From an optimization exercise on the open Yosys and OpenROAD flow, aimed at small area, a short achievable clock period and few clock cycles per item; shortcuts taken in it are not production practice. No functional check of the RTL was part of any run shown here. Power figures rest on the tool's default switching activity, not on a simulated workload.

<file path="config.mk">
export PLATFORM = sky130hd
export DESIGN_NAME = radix_digit_emitter_unit
export DESIGN_NICKNAME = radix_digit_emitter_unit
export VERILOG_FILES = /design/flow/design.v
export SDC_FILE = /design/flow/constraint.sdc
export NUM_CORES = 4
export LEC_CHECK = 0
export ABC_CLOCK_PERIOD_IN_PS = 3000
export CAP_MARGIN = 20
export CORE_MARGIN = 2
export CORE_UTILIZATION = 40
export SLEW_MARGIN = 20
</file>
<file path="constraint.sdc">
create_clock -name core_clock -period 12.0 [get_ports {clk_i}]
set_input_delay 2.4000 -clock core_clock [delete_from_list [all_inputs] [get_ports {clk_i}]]
set_output_delay 2.4000 -clock core_clock [all_outputs]
set_load 0.01 [all_outputs]
</file>
<file path="design.v">
`timescale 1ns / 1ps
package rdx_pkg;
  localparam int CharW    = 8;
  localparam int DataW    = 32;
  localparam int CfgIdxW  = 2;
  localparam int CfgDataW = 64;
  localparam int NDig     = 20;
  localparam logic [CharW-1:0] CharNul   = 8'h00;
  localparam logic [CharW-1:0] CharMinus = 8'h2D;
  typedef enum logic [1:0] {
    KDigit   = 2'd0,
    KMinus   = 2'd1,
    KInvalid = 2'd2
  } kind_e;
  typedef enum logic [2:0] {
    EIdle,
    EInval,
    ESign,
    EPow,
    EConv,
    EDig
  } eng_state_e;
endpackage
`timescale 1ns / 1ps
module rdx_front (
  input  logic                         clk_i,
  input  logic                         rst_ni,
  input  logic                         cfg_valid_i,
  input  logic [rdx_pkg::CfgIdxW-1:0]  cfg_index_i,
  input  logic [rdx_pkg::CfgDataW-1:0] cfg_data_i,
  input  logic                         scan_en_i,
  input  logic [3:0]                   sel_i,
  output logic [rdx_pkg::CharW-1:0]    char_o,
  output logic [4:0]                   radix_o,
  output logic                         known_o,
  output logic                         valid_o
);
  logic [63:0] alo_q, ahi_q;
  logic        lo_w_q, hi_w_q;
  logic [4:0]  radix_q;
  logic [4:0]  pos_q, pos_d;
  logic        fail_q, fail_d;
  logic        wr_lo, wr_hi, wr_rx;
  logic [7:0]  alpha [16];
  logic [3:0]  idx;
  logic [7:0]  c;
  logic        bad, dup, step;
  logic        rin;
  assign wr_lo = cfg_valid_i && (cfg_index_i == 2'd0);
  assign wr_hi = cfg_valid_i && (cfg_index_i == 2'd1);
  assign wr_rx = cfg_valid_i && (cfg_index_i == 2'd2);
  always_ff @(posedge clk_i) begin
    if (wr_lo) alo_q <= cfg_data_i;
    if (wr_hi) ahi_q <= cfg_data_i;
  end
  always_ff @(posedge clk_i or negedge rst_ni) begin
    if (!rst_ni) begin
      lo_w_q  <= 1'b0;
      hi_w_q  <= 1'b0;
      radix_q <= '0;
      pos_q   <= '0;
      fail_q  <= 1'b0;
    end else begin
      if (wr_lo) lo_w_q <= 1'b1;
      if (wr_hi) hi_w_q <= 1'b1;
      if (wr_rx) radix_q <= cfg_data_i[4:0];
      pos_q  <= pos_d;
      fail_q <= fail_d;
    end
  end
  always_comb begin
    for (int i = 0; i < 8; i++) begin
      alpha[i]     = alo_q[8*i +: 8];
      alpha[8 + i] = ahi_q[8*i +: 8];
    end
  end
  assign idx    = scan_en_i ? pos_q[3:0] : sel_i;
  assign c      = alpha[idx];
  assign char_o = c;
  always_comb begin
    bad = (c == 8'h00) || (c == 8'h20) || (c == 8'h2B) || (c == 8'h2D) ||
          (c >= 8'd9 && c <= 8'd13) || (pos_q[3] ? !hi_w_q : !lo_w_q);
    dup = 1'b0;
    for (int j = 0; j < 15; j++) begin
      if (5'(j) < pos_q && alpha[j] == c) dup = 1'b1;
    end
  end
  assign step = scan_en_i && !fail_q && !pos_q[4];
  always_comb begin
    pos_d  = pos_q;
    fail_d = fail_q;
    if (step) begin
      if (bad || dup) fail_d = 1'b1;
      else            pos_d  = pos_q + 5'd1;
    end
    if (wr_hi && pos_q >= 5'd8) begin
      pos_d  = 5'd8;
      fail_d = 1'b0;
    end
    if (wr_lo) begin
      pos_d  = 5'd0;
      fail_d = 1'b0;
    end
  end
  assign rin     = (radix_q >= 5'd2) && (radix_q <= 5'd16);
  assign valid_o = rin && (pos_q >= radix_q);
  assign known_o = !rin || fail_q || (pos_q >= radix_q);
  assign radix_o = radix_q;
endmodule
`timescale 1ns / 1ps
module rdx_queue (
  input  logic                      clk_i,
  input  logic                      rst_ni,
  input  logic                      in_valid_i,
  output logic                      in_ready_o,
  input  logic [rdx_pkg::DataW-1:0] in_value_i,
  output logic                      out_valid_o,
  input  logic                      out_take_i,
  output logic [rdx_pkg::DataW-1:0] out_mag_o,
  output logic                      out_neg_o
);
  logic                      full_q, ok_q, neg_q;
  logic [rdx_pkg::DataW-1:0] val_q;
  logic                      accept;
  assign in_ready_o  = !full_q;
  assign accept      = in_valid_i && !full_q;
  assign out_valid_o = full_q && ok_q;
  assign out_mag_o   = val_q;
  assign out_neg_o   = neg_q;
  always_ff @(posedge clk_i or negedge rst_ni) begin
    if (!rst_ni) begin
      full_q <= 1'b0;
      ok_q   <= 1'b0;
    end else begin
      if (accept) begin
        full_q <= 1'b1;
        ok_q   <= !in_value_i[rdx_pkg::DataW-1];
      end else begin
        if (out_take_i) full_q <= 1'b0;
        if (full_q)     ok_q   <= 1'b1;
      end
    end
  end
  always_ff @(posedge clk_i) begin
    if (accept) begin
      val_q <= in_value_i;
      neg_q <= in_value_i[rdx_pkg::DataW-1];
    end else if (full_q && !ok_q) begin
      val_q <= rdx_pkg::DataW'(0) - val_q;
    end
  end
endmodule
`timescale 1ns / 1ps
module rdx_back (
  input  logic                      clk_i,
  input  logic                      rst_ni,
  input  logic [4:0]                radix_i,
  input  logic                      known_i,
  input  logic                      cfg_ok_i,
  input  logic                      q_valid_i,
  output logic                      q_take_o,
  input  logic [rdx_pkg::DataW-1:0] q_mag_i,
  input  logic                      q_neg_i,
  output logic                      scan_en_o,
  output logic [3:0]                sel_o,
  input  logic [rdx_pkg::CharW-1:0] char_i,
  output logic                      out_valid_o,
  input  logic                      out_ready_i,
  output logic [rdx_pkg::CharW-1:0] out_char_o,
  output logic                      out_last_o,
  output logic                      out_inval_o
);
  localparam int N = rdx_pkg::NDig;
  rdx_pkg::eng_state_e st_q, st_d;
  logic [31:0] mag_q;
  logic        neg_q, first_q;
  logic [4:0]  base_q;
  logic [5:0]  rem_q;
  logic        bit_q;
  logic [3:0]  dig_q [N];
  logic [N-1:0] act_q;
  logic        e_v_q;
  logic [1:0]  e_kind_q;
  logic [3:0]  e_dig_q;
  logic        e_last_q;
  logic        o_v_q, s_v_q;
  logic [9:0]  o_d_q, s_d_q;
  logic       pow2;
  logic [2:0] k;
  logic [3:0] kmask;
  logic [3:0] hp;
  logic       odd;
  always_comb begin
    pow2  = 1'b1;
    k     = 3'd4;
    kmask = 4'hF;
    unique case (radix_i)
      5'd2:    begin k = 3'd1; kmask = 4'h1; end
      5'd4:    begin k = 3'd2; kmask = 4'h3; end
      5'd8:    begin k = 3'd3; kmask = 4'h7; end
      5'd16:   begin k = 3'd4; kmask = 4'hF; end
      default: pow2 = 1'b0;
    endcase
  end
  assign hp  = radix_i[4:1];
  assign odd = radix_i[0];
  logic [4:0] msb;
  logic       nz;
  logic [4:0] base0;
  always_comb begin
    msb = '0;
    for (int i = 0; i < 32; i++) if (q_mag_i[i]) msb = 5'(i);
    nz = |q_mag_i;
  end
  always_comb begin
    unique case (k)
      3'd1:    base0 = msb;
      3'd2:    base0 = {msb[4:1], 1'b0};
      3'd3:    base0 = 5'((msb / 5'd3) * 5'd3);
      default: base0 = {msb[4:2], 2'b00};
    endcase
  end
  logic [35:0] ext;
  logic [3:0]  win;
  assign ext = {4'b0, mag_q};
  assign win = 4'(ext >> base_q);
  logic [N:0]   g, p, c;
  logic [3:0]   dig_n [N];
  logic [N-1:0] act_n;
  always_comb begin
    g[0] = bit_q;
    p[0] = 1'b0;
    for (int i = 0; i < N; i++) begin
      g[i+1] = (dig_q[i] > hp) || (!odd && dig_q[i] == hp);
      p[i+1] = odd && (dig_q[i] == hp);
    end
  end
  logic [N:0] gl [6];
  logic [N:0] pl [6];
  always_comb begin
    gl[0] = g;
    pl[0] = p;
    for (int l = 0; l < 5; l++) begin
      for (int i = 0; i <= N; i++) begin
        if (i >= (1 << l)) begin
          gl[l+1][i] = gl[l][i] | (pl[l][i] & gl[l][i - (1 << l)]);
          pl[l+1][i] = pl[l][i] & pl[l][i - (1 << l)];
        end else begin
          gl[l+1][i] = gl[l][i];
          pl[l+1][i] = pl[l][i];
        end
      end
    end
    c = gl[5];
  end
  always_comb begin
    for (int i = 0; i < N; i++) begin
      logic       co;
      logic [3:0] x0, x1;
      co = c[i+1];
      x0 = dig_q[i] - hp;
      x1 = dig_q[i] + ~hp;
      dig_n[i][0]   = c[i] ^ (co & odd);
      dig_n[i][3:1] = co ? ((odd && !c[i]) ? x1[2:0] : x0[2:0]) : dig_q[i][2:0];
    end
    act_n = act_q | c[N-1:0];
    act_n[0] = 1'b1;
  end
  logic [3:0] topdig;
  always_comb begin
    topdig = '0;
    for (int i = 0; i < N; i++) begin
      if (act_q[i] && (i == N - 1 || !act_q[(i + 1) % N])) topdig = topdig | dig_q[i];
    end
  end
  logic       adv;
  logic       it_v, it_last, fin;
  logic [1:0] it_kind;
  logic [3:0] it_dig;
  logic       xfer;
  assign adv = !e_v_q || !s_v_q;
  always_comb begin
    it_v    = 1'b0;
    it_kind = rdx_pkg::KDigit;
    it_dig  = '0;
    it_last = 1'b0;
    fin     = 1'b0;
    st_d    = st_q;
    unique case (st_q)
      rdx_pkg::EIdle: fin = 1'b1;
      rdx_pkg::EInval: begin
        it_v    = 1'b1;
        it_kind = rdx_pkg::KInvalid;
        it_last = 1'b1;
        fin     = 1'b1;
      end
      rdx_pkg::ESign: begin
        it_v    = 1'b1;
        it_kind = rdx_pkg::KMinus;
        st_d    = rdx_pkg::EPow;
      end
      rdx_pkg::EPow: begin
        it_v    = 1'b1;
        it_dig  = win & kmask;
        it_last = (base_q == 5'd0);
        fin     = it_last;
      end
      rdx_pkg::EConv: begin
        it_v    = first_q && neg_q;
        it_kind = rdx_pkg::KMinus;
        if (rem_q == 6'd1) st_d = rdx_pkg::EDig;
      end
      rdx_pkg::EDig: begin
        it_v    = 1'b1;
        it_dig  = topdig;
        it_last = !act_q[1];
        fin     = it_last;
      end
      default: fin = 1'b1;
    endcase
    if (fin) st_d = rdx_pkg::EIdle;
    xfer = fin && q_valid_i && known_i;
    if (xfer) begin
      if (!cfg_ok_i)    st_d = rdx_pkg::EInval;
      else if (pow2)    st_d = q_neg_i ? rdx_pkg::ESign : rdx_pkg::EPow;
      else              st_d = rdx_pkg::EConv;
    end
  end
  assign q_take_o = adv && xfer;
  always_ff @(posedge clk_i or negedge rst_ni) begin
    if (!rst_ni) begin
      st_q  <= rdx_pkg::EIdle;
      e_v_q <= 1'b0;
    end else if (adv) begin
      st_q  <= st_d;
      e_v_q <= it_v;
    end
  end
  always_ff @(posedge clk_i) begin
    if (adv) begin
      e_kind_q <= it_kind;
      e_dig_q  <= it_dig;
      e_last_q <= it_last;
      if (xfer) begin
        mag_q   <= q_mag_i;
        neg_q   <= q_neg_i;
        first_q <= 1'b1;
        base_q  <= pow2 ? base0 : (msb - 5'd1);
        rem_q   <= {1'b0, msb} + 6'd1;
        bit_q   <= nz;
        act_q   <= {{(N-1){1'b0}}, 1'b1};
        for (int i = 0; i < N; i++) dig_q[i] <= '0;
      end else begin
        unique case (st_q)
          rdx_pkg::EPow: base_q <= base_q - 5'(k);
          rdx_pkg::EConv: begin
            first_q <= 1'b0;
            base_q  <= base_q - 5'd1;
            rem_q   <= rem_q - 6'd1;
            bit_q   <= win[0];
            act_q   <= act_n;
            for (int i = 0; i < N; i++) dig_q[i] <= dig_n[i];
          end
          rdx_pkg::EDig: act_q <= act_q >> 1;
          default: ;
        endcase
      end
    end
  end
  logic [9:0] up_d;
  logic       push;
  assign sel_o     = e_dig_q;
  assign scan_en_o = !(e_v_q && e_kind_q == rdx_pkg::KDigit);
  always_comb begin
    unique case (e_kind_q)
      rdx_pkg::KDigit: up_d = {char_i, e_last_q, 1'b0};
      rdx_pkg::KMinus: up_d = {rdx_pkg::CharMinus, 1'b0, 1'b0};
      default:         up_d = {rdx_pkg::CharNul, 1'b1, 1'b1};
    endcase
  end
  assign push = e_v_q && !s_v_q;
  always_ff @(posedge clk_i or negedge rst_ni) begin
    if (!rst_ni) begin
      o_v_q <= 1'b0;
      s_v_q <= 1'b0;
    end else begin
      if (!o_v_q || out_ready_i) begin
        if (s_v_q)     begin o_v_q <= 1'b1; s_v_q <= 1'b0; end
        else if (push) o_v_q <= 1'b1;
        else           o_v_q <= 1'b0;
      end else if (push) begin
        s_v_q <= 1'b1;
      end
    end
  end
  always_ff @(posedge clk_i) begin
    if (!o_v_q || out_ready_i) begin
      if (s_v_q)     o_d_q <= s_d_q;
      else if (push) o_d_q <= up_d;
    end else if (push) begin
      s_d_q <= up_d;
    end
  end
  assign out_valid_o = o_v_q;
  assign out_char_o  = o_d_q[9:2];
  assign out_last_o  = o_d_q[1];
  assign out_inval_o = o_d_q[0];
endmodule
`timescale 1ns / 1ps
module radix_digit_emitter_unit (
  input  logic                         clk_i,
  input  logic                         rst_ni,
  input  logic                         cfg_valid_i,
  output logic                         cfg_ready_o,
  input  logic [rdx_pkg::CfgIdxW-1:0]  cfg_index_i,
  input  logic [rdx_pkg::CfgDataW-1:0] cfg_data_i,
  input  logic                         s_axis_tvalid,
  output logic                         s_axis_tready,
  input  logic [31:0]                  s_axis_tdata,    
  output logic                         m_axis_tvalid,
  input  logic                         m_axis_tready,
  output logic [7:0]                   m_axis_tdata,    
  output logic                         m_axis_tlast,
  output logic                         m_axis_tuser     
);
  logic [4:0]  radix;
  logic        known, cfg_ok;
  logic        scan_en;
  logic [3:0]  sel;
  logic [7:0]  char;
  logic        q_valid, q_take, q_neg;
  logic [31:0] q_mag;
  assign cfg_ready_o = 1'b1;
  rdx_front u_front (
    .clk_i       (clk_i),
    .rst_ni      (rst_ni),
    .cfg_valid_i (cfg_valid_i),
    .cfg_index_i (cfg_index_i),
    .cfg_data_i  (cfg_data_i),
    .scan_en_i   (scan_en),
    .sel_i       (sel),
    .char_o      (char),
    .radix_o     (radix),
    .known_o     (known),
    .valid_o     (cfg_ok)
  );
  rdx_queue u_queue (
    .clk_i       (clk_i),
    .rst_ni      (rst_ni),
    .in_valid_i  (s_axis_tvalid),
    .in_ready_o  (s_axis_tready),
    .in_value_i  (s_axis_tdata),
    .out_valid_o (q_valid),
    .out_take_i  (q_take),
    .out_mag_o   (q_mag),
    .out_neg_o   (q_neg)
  );
  rdx_back u_back (
    .clk_i       (clk_i),
    .rst_ni      (rst_ni),
    .radix_i     (radix),
    .known_i     (known),
    .cfg_ok_i    (cfg_ok),
    .q_valid_i   (q_valid),
    .q_take_o    (q_take),
    .q_mag_i     (q_mag),
    .q_neg_i     (q_neg),
    .scan_en_o   (scan_en),
    .sel_o       (sel),
    .char_i      (char),
    .out_valid_o (m_axis_tvalid),
    .out_ready_i (m_axis_tready),
    .out_char_o  (m_axis_tdata),
    .out_last_o  (m_axis_tlast),
    .out_inval_o (m_axis_tuser)
  );
endmodule
</file>
<file path="run.sh">
#!/bin/bash
# synth_recipe.tcl (not shown) runs the flow's synth.tcl, then flattens the netlist and writes it again
# the make line also repeats each setting of config.mk as NAME=value (left out here)
make -C /OpenROAD-flow-scripts/flow DESIGN_CONFIG=/design/flow/config.mk WORK_HOME=/design/flow/orfs CLKGATE_MAP_FILE= SYNTH_SCRIPT=/design/flow/synth_recipe.tcl finish
</file>
==> results by group, run 1 <==
Die
  • Starting Density: between 40% and 50%
  • Die width: ~260 um
  • Std-Cell Rows: 93
  • Core area: 64200 sq um
  • I/O pins: 116
  • Die Height: around 260 um
  • Die Area: between 60000 and 70000 sq um

Yosys
  • Net Count, Synth: about 2800
  • Top-count cell post-synth: edfxtp_1
  • Cell taking the most area after synthesis: edfxtp_1
  • Multiplexer area fraction after synthesis: 7.76%
  • Synth cell types: roughly 120
  • Main combinational cell family by area after synthesis: simple AND/OR/NAND/NOR gates
  • Simple-gate share of the synthesized area: 18.0%
  • Most common library cells after synthesis: edfxtp_1, nor2_1, nand2_1
  • Share of flip-flops with an asynchronous set or reset: under 10%
  • Mapped Area: 25900 sq um
  • Yosys warns: 8
  • Mean Syn Cell Area: between 10 and 15 sq um
  • Top-area cell type share of the netlist area: 38.7%
  • Post-synthesis adder-cell area fraction: roughly 7.7%
  • Post-synthesis compound-gate area fraction: between 10% and 20%
  • Seq/Total Area, Yosys: between 40% and 50%
  • Mapped Cells: 2580
  • Synth top area cells: edfxtp_1, ha_1, mux2i_1
  • Seq cells post-synth: 355
  • Number of synthesized flops with an enable pin: approximately 330
  • Xor-xnor portion of the synthesized cell area: ~4.2%
  • Top_reg_cell synth: edfxtp_1

Global routing
  • Vias in the first global route: 21800
  • First-pass GRT wire length: ~150000 um
  • GRT Resource Usage Total: ~29%
  • Antenna violations before repair: 0
  • Overflow after GRT: 0
  • Largest net degree at the start of global routing: between 60 and 70

Clock tree
  • Cts repair resizes: 0
  • Clk Latency, worst-skew pair: just over 0.6 ns
  • H-tree depth: 2
  • Clock buffer depth: 3
  • Root Driver: clkbuf_16
  • Clock Sinks: 355
  • CTS tree: built
  • Hold buffers post-CTS: 0
  • Clock slew at reported path FFs: approximately 0.060 ns
  • Buffer count from post-CTS setup fixing: 0
  • CTS buffer count: 42

Drt
  • Final ANT Viol Nets: 0
  • Vias per cell: 6.42
  • Initial DRC Count: around 2600
  • DR WL/cell: between 20 and 30 um
  • Wirelength, routed: 98500 um
  • Via count: around 23000
  • First-pass DRT Iterations: 9
  • DRC: 0

Critical path
  • WS Path Type: flip-flop to flip-flop
  • Reg2reg start: u_front.radix_q[1]$_DFFE_PN0P_
  • RR Endpoint: u_back.dig_q[16][3]$_SDFFCE_PP0P_
  • Arrival @ worst endpoint: about 6.9 ns
  • FF-to-FF path depth: 23
  • Crit Path Max Fanout: 42
  • R2R Setup Slk: 5.41 ns
  • Setup crit end kind: flip-flop
  • CP startpoint kind: flip-flop
  • Critical path data required time: roughly 12 ns

Finish
  • # diodes: 0
  • Area growth, synth to finish: 12.8%
  • Final nets: about 2900
  • Share of layout cells above drive strength 1: 8.51%

STA
  • Crit share post-route: between 50% and 60%
  • Fin. Hold Viols: 0
  • Fin Setup TNS: 0 ns
  • Unrepaired setup endpoints after global routing: no
  • Slew margin rel.: slightly below 30%
  • Achievable clock frequency: roughly 150 MHz
  • Final Setup Violations: 0
  • Least-Margin Pin Slew: 1.03 ns
  • WHS: 0.458 ns
  • Clock skew: between 0.04 and 0.05 ns
  • Min cycle time layout: between 6 and 7 ns
  • Final Slew Violations: 0

Placed design
  • Placer Congestion: just over 1
  • Final HPWL from detailed placement: roughly 70000 um
  • PortBufs: between 100 and 150

Hold path
  • Hold path depth: 0
  • Min-Delay Endpoint: u_back.neg_q$_DFFE_PP_
  • Hold Path Class: flip-flop to flip-flop
  • Min-delay src: u_queue.neg_q$_DFFE_PP_

Pwr
  • Leakage: 10.7 nW
  • Total Power: approximately 9.6 mW
  • Worst VDD drop: between 100 and 150 uV
  • PD cells: ~330 nW/um^2

Run
  • Number of max-cap violations: 0

Run status
  • Outcome: complete, no violations
[metrics by stage]
stage                     instance area (sq um)  std cells  setup WS (ns)  util [%]
after floorplan                           25900       2580           3.53         -
after global placement                    27900       3448           5.66      43.4
after detailed placement                  27900       3448           5.49      43.4
after CTS                                 29200       3524           5.47      45.5
after global routing                      29200       3524           4.97      45.5
final                                     29200       3524           5.41      45.5
[placed cells by master, fill, tap and decap left out, drive strengths merged, types with 22 or more instances in the layout]
| cell type | instances |
|---|---|
| edfxtp | 334 |
| o31ai | 25 |
| nand3 | 58 |
| and3 | 33 |
| mux2i | 113 |
| xor2 | 45 |
| nor2b | 44 |
| buf | 46 |
| a21oi | 140 |
| clkdlybuf4s50 | 114 |
| a31oi | 24 |
| nand2b | 45 |
| fa | 22 |
| inv | 70 |
| nand4 | 41 |
| nor2 | 275 |
| nor3 | 77 |
| o21ai | 124 |
| a21o | 26 |
| xnor2 | 79 |
| a22oi | 75 |
| nand2 | 193 |
| a221oi | 29 |
| ha | 124 |
| mux2 | 40 |
| clkbuf | 59 |
[routing by layer]
metal / track usage (%) / vias up / routed length, um
met4: 13.8 / 0 / 5120
li1: - / 10000 / -
met5: 0 / - / 0
met3: 3.76 / 249 / 7650
met2: 47.1 / 1161 / 45900
met1: 38.2 / 11200 / 39800
[state kept, by name, summed over array words and instances, names as in the netlist, 10 cells and up]
signal         count
u_front.alo_q     64
u_back.mag_q      32
u_front.ahi_q     64
u_queue.val_q     32
u_back.act_q      20
u_back.o_d_q      10
u_back.s_d_q      10
u_back.dig_q      80
[report_power, final]
group | switching (mW) | total, mW | internal, mW
combinational | 3.66 | 5.79 | 2.13
sequential | 0.514 | 2.57 | 2.06
clock | 0.546 | 1.28 | 0.731
[how the worst max path moves through the flow]
stage | startpoint | to | slack (ns) | cells past startpoint
2_1_floorplan | cfg_index_i[1] | u_front.pos_q[2]$_DFFE_PN0P_ | 3.53 | 5
3_3_place_gp | u_front.radix_q[1]$_DFFE_PN0P_ | u_back.dig_q[17][3]$_SDFFCE_PP0P_ | 5.66 | 22
3_5_place_dp | u_front.radix_q[1]$_DFFE_PN0P_ | u_back.dig_q[17][3]$_SDFFCE_PP0P_ | 5.49 | 22
4_1_cts | u_front.radix_q[1]$_DFFE_PN0P_ | u_back.dig_q[17][3]$_SDFFCE_PP0P_ | 5.47 | 22
5_1_grt | u_front.radix_q[1]$_DFFE_PN0P_ | u_back.dig_q[17][3]$_SDFFCE_PP0P_ | 4.97 | 22
6_report | u_front.radix_q[1]$_DFFE_PN0P_ | u_back.dig_q[16][3]$_SDFFCE_PP0P_ | 5.41 | 23
[critical path: stages (launching register included)]
cell	delay (ns)
dfrtp_2	0.33
buf_4	0.58
ha_1	0.36
and3_1	0.15
o21ai_0	0.24
a31oi_1	0.13
buf_4	0.18
nor2_1	0.19
nor2_1	0.11
or4b_2	0.71
nand3_1	0.18
nand3_1	0.16
a21oi_1	0.43
a21oi_1	0.29
nor2_1	0.25
xnor2_1	0.10
ha_1	0.20
fa_1	0.38
xnor2_1	0.38
nor4b_1	0.10
a2111oi_0	0.44
a31oi_1	0.17
xnor2_1	0.17
nor2_1	0.06
[kinds of logic after synthesis]
family,count (synthesis)
AND/OR/NAND/NOR,909
AO/OA/AOI/OAI,653
flip-flops,355
buffers and inverters,221
multiplexers,171
adder cells (fa/ha/maj),146
XOR/XNOR,124
other,1
[layout make-up]
| type | count | area [sq um] |
|---|---|---|
| Fill cell | 6063 | 35000 |
| Multi-Input combinational cell | 2004 | 14500 |
| Sequential cell | 355 | 10600 |
| Timing Repair Buffer | 160 | 1490 |
| Clock buffer | 59 | 1180 |
| Tap cell | 855 | 1070 |
| Inverter | 74 | 278 |
| Clock inverter | 17 | 183 |
==> run 2: changes to the inputs <==
--- a/config.mk
+++ b/config.mk
@@ -5,7 +5,6 @@
 export SDC_FILE = /design/flow/constraint.sdc
 export NUM_CORES = 4
 export LEC_CHECK = 0
-export ABC_CLOCK_PERIOD_IN_PS = 3000
 export CAP_MARGIN = 20
 export CORE_MARGIN = 2
 export CORE_UTILIZATION = 40
==> results by group, run 2 <==
Global routing
  • First-pass GRT wire length: 145000 um (unchanged)
  • Antenna violations before repair: 0 (unchanged)
  • GRT Resource Usage Total: 28.9% (unchanged)
  • Largest net degree at the start of global routing: 67 (unchanged)
  • Overflow after GRT: 0 (unchanged)
  • Vias in the first global route: 21800 (unchanged)

Run
  • Number of max-cap violations: 0 (unchanged)

Clock tree
  • CTS tree: built (unchanged)
  • Cts repair resizes: 0 (unchanged)
  • Clock Sinks: 355 (unchanged)
  • H-tree depth: 2 (unchanged)
  • Clock slew at reported path FFs: 0.06 ns (about the same)
  • CTS buffer count: 42 (unchanged)
  • Root Driver: clkbuf_16 (unchanged)
  • Clock buffer depth: 3 (unchanged)
  • Clk Latency, worst-skew pair: 0.62 ns (about the same)
  • Hold buffers post-CTS: 0 (unchanged)
  • Buffer count from post-CTS setup fixing: 0 (unchanged)

STA
  • Fin Setup TNS: 0 ns (unchanged)
  • Final Slew Violations: 0 (unchanged)
  • Fin. Hold Viols: 0 (unchanged)
  • Final Setup Violations: 0 (unchanged)
  • Unrepaired setup endpoints after global routing: no (unchanged)
  • Achievable clock frequency: 152 MHz (unchanged)
  • Slew margin rel.: 29.7% (unchanged)
  • Clock skew: 0.0466 ns (unchanged)
  • Min cycle time layout: 6.59 ns (unchanged)
  • Least-Margin Pin Slew: 1.03 ns (unchanged)
  • WHS: 0.458 ns (unchanged)
  • Crit share post-route: 54.9% (unchanged)

Run status
  • Outcome: complete, no violations (unchanged)

Critical path
  • Critical path origin: u_front.radix_q[1]$_DFFE_PN0P_ (unchanged)
  • R2R Setup Slk: 5.41 ns (about the same)
  • Crit Path Max Fanout: 42 (unchanged)
  • CP startpoint kind: flip-flop (unchanged)
  • WS Path Type: flip-flop to flip-flop (unchanged)
  • Critical path data required time: 12.34 ns (about the same)
  • Arrival @ worst endpoint: 6.93 ns (about the same)
  • Reg2reg start: u_front.radix_q[1]$_DFFE_PN0P_ (unchanged)
  • Setup crit end kind: flip-flop (unchanged)

Hold path
  • Hold Path Class: flip-flop to flip-flop (unchanged)
  • Min-delay src: u_queue.neg_q$_DFFE_PP_ (unchanged)

Placed design
  • Final HPWL from detailed placement: 69600 um (unchanged)
  • PortBufs: 114 (unchanged)
  • Placed cell count: 3448 (unchanged)
  • Placer Congestion: 1.01 (unchanged)

Die
  • Starting Density: 40.4% (unchanged)
  • Core area: 64200 sq um (unchanged)
  • I/O pins: 116 (unchanged)
  • Die Height: 259 um (unchanged)
  • Std-Cell Rows: 93 (unchanged)
  • Die Area: 66900 sq um (unchanged)
  • Die width: 259 um (unchanged)

Pwr
  • Net Sw Frac: 49.0% (unchanged)
  • PD cells: 329 nW/um^2 (unchanged)
  • Clock share of power: 13.2% (about the same)
  • Leakage: 10.7 nW (unchanged)
  • Worst VDD drop: 141 uV (unchanged)
  • Int Pwr: 4.91 mW (unchanged)
  • Sequential share of power: 26.7% (about the same)
  • Psw: 4.72 mW (unchanged)
  • Share of total power in combinational logic: 60.1% (about the same)

Finish
  • Max FFs per register: 80 (unchanged)
  • # diodes: 0 (unchanged)
  • Fin cells: 3524 (unchanged)
  • Area growth, synth to finish: 12.8% (unchanged)
  • Biggest register: u_back.dig_q (unchanged)
  • Share of layout cells above drive strength 1: 8.51% (unchanged)
  • Final nets: 2886 (unchanged)
  • Most common cell after layout, fill and taps aside: edfxtp_1 (unchanged)
  • Largest regs: u_back.dig_q x80, u_front.ahi_q x64, u_front.alo_q x64 (unchanged)
  • Most frequent cells in the layout: edfxtp_1, nor2_1, nand2_1 (unchanged)

Yosys
  • Mapped Area: 25900 sq um (unchanged)
  • Cell taking the most area after synthesis: edfxtp_1 (unchanged)
  • Seq/Total Area, Yosys: 40.7% (unchanged)
  • Number of synthesized flops with an enable pin: 334 (unchanged)
  • Top_reg_cell synth: edfxtp_1 (unchanged)
  • Synth cell types: 115 (unchanged)
  • Mean Syn Cell Area: 10.0 sq um (unchanged)
  • Yosys warns: 8 (unchanged)
  • Top-area cell type share of the netlist area: 38.7% (unchanged)
  • Synth top area cells: edfxtp_1, ha_1, mux2i_1 (unchanged)
  • Mapped Cells: 2580 (unchanged)
  • Net Count, Synth: 2829 (unchanged)
  • Share of flip-flops with an asynchronous set or reset: 5.92% (unchanged)
  • Top-count cell post-synth: edfxtp_1 (unchanged)
  • Seq cells post-synth: 355 (unchanged)
  • Most common library cells after synthesis: edfxtp_1, nor2_1, nand2_1 (unchanged)

Drt
  • DR WL/cell: 27.9 um (unchanged)
  • Wirelength, routed: 98500 um (unchanged)
  • First-pass DRT Iterations: 9 (unchanged)
  • Final ANT Viol Nets: 0 (unchanged)
  • DRC: 0 (unchanged)
  • Vias per cell: 6.42 (unchanged)
  • Initial DRC Count: 2554 (unchanged)
  • Via count: 22600 (unchanged)
-- run 2: power by group through the flow --
stage	clock network (mW)	logic (mW)	registers, mW
2_1_floorplan	0	4.06	2.35
5_1_grt	1.35	6.25	2.62
3_3_place_gp	0	5.54	2.57
3_5_place_dp	0	5.66	2.58
6_report	1.28	5.79	2.57
4_1_cts	1.30	5.69	2.56
-- run 2: per-layer routing --
| metal | track usage, % | share of wire, % | up-vias |
|---|---|---|---|
| li1 | - | - | 10000 |
| met4 | 13.8 | 5.2 | 0 |
| met3 | 3.76 | 7.8 | 249 |
| met5 | 0 | 0 | - |
| met2 | 47.1 | 47 | 1161 |
| met1 | 38.2 | 40 | 11200 |
-- run 2: final cells by class --
cell class,instances,area (sq um)
inverter,74,278
sequential,355,10600
multi-input combinational,2004,14500
fill,6063,35000
timing repair buffer,160,1490
clock inverter,17,183
tap,855,1070
clock buffer,59,1180
-- run 2: worst paths after layout --
kind | end | cells after the start
setup / recovery | u_back.dig_q[16][3]$_SDFFCE_PP0P_ | 23
hold / removal | u_back.neg_q$_DFFE_PP_ | 0
setup reg to reg | u_back.dig_q[16][3]$_SDFFCE_PP0P_ | 23
hold reg to reg | u_back.neg_q$_DFFE_PP_ | 0
max in group asynchronous | u_front.pos_q[0]$_DFFE_PN0P_ | 2
min in group asynchronous | u_front.radix_q[3]$_DFFE_PN0P_ | 2
-- run 2: kinds of logic (layout without fill, tap and decap cells) --
group	count (synthesis)	after routing	share of synthesized area, %
other cells	1	1	0.0145
buf+inv	221	310	3.68
compound gates	653	653	18.0
fa+ha+maj	146	146	7.68
simple gates	909	909	18.0
flops	355	355	40.7
mux	171	171	7.76
xor+xnor	124	124	4.19
-- run 2: worst max-delay path: stages (launching register included) --
cell	delay, ns
dfrtp_2	0.33
buf_4	0.58
ha_1	0.36
and3_1	0.15
o21ai_0	0.24
a31oi_1	0.13
buf_4	0.18
nor2_1	0.19
nor2_1	0.11
or4b_2	0.71
nand3_1	0.18
nand3_1	0.16
a21oi_1	0.43
a21oi_1	0.29
nor2_1	0.25
xnor2_1	0.10
ha_1	0.20
fa_1	0.38
xnor2_1	0.38
nor4b_1	0.10
a2111oi_0	0.44
a31oi_1	0.17
xnor2_1	0.17
nor2_1	0.06
-- run 2: through the flow --
stage          instance area [sq um]  setup slack [ns]  util, %  power [mW]
6_report                       29200              5.41     45.5        9.64
5_1_grt                        29200              4.97     45.5        10.2
4_1_cts                        29200              5.47     45.5        9.55
3_5_place_dp                   27900              5.49     43.4        8.24
3_3_place_gp                   27900              5.66     43.4        8.11
2_1_floorplan                  25900              3.53        -        6.41

## what the ideal ports hide
Ports are ideal in the flow. The routed layouts listed here were re-timed in OpenROAD.
Step 1 (the two cells are an assumption about what drives the block):
set clk [get_ports {clk_i}]
set_driving_cell -lib_cell sky130_fd_sc_hd__clkbuf_16 $clk
set_driving_cell -lib_cell sky130_fd_sc_hd__buf_2 [delete_from_list [all_inputs] $clk]
Step 2 times the ports against the registers' clock, not the clock port: input delays grow and output delays shrink by t, the midpoint of the rising clock arrivals with the driver on.
Three values: no drivers, after step 1, after step 2; two values: the first two.
run | t, ns | setup WS [ns] | pins driven straight from the clock port
run 1 | 0.655 | 5.408 / 5.408 / 5.408 | 1
run 2 | 0.655 | 5.408 / 5.408 / 5.408 | 1
After both steps setup and hold are still met in every run listed.
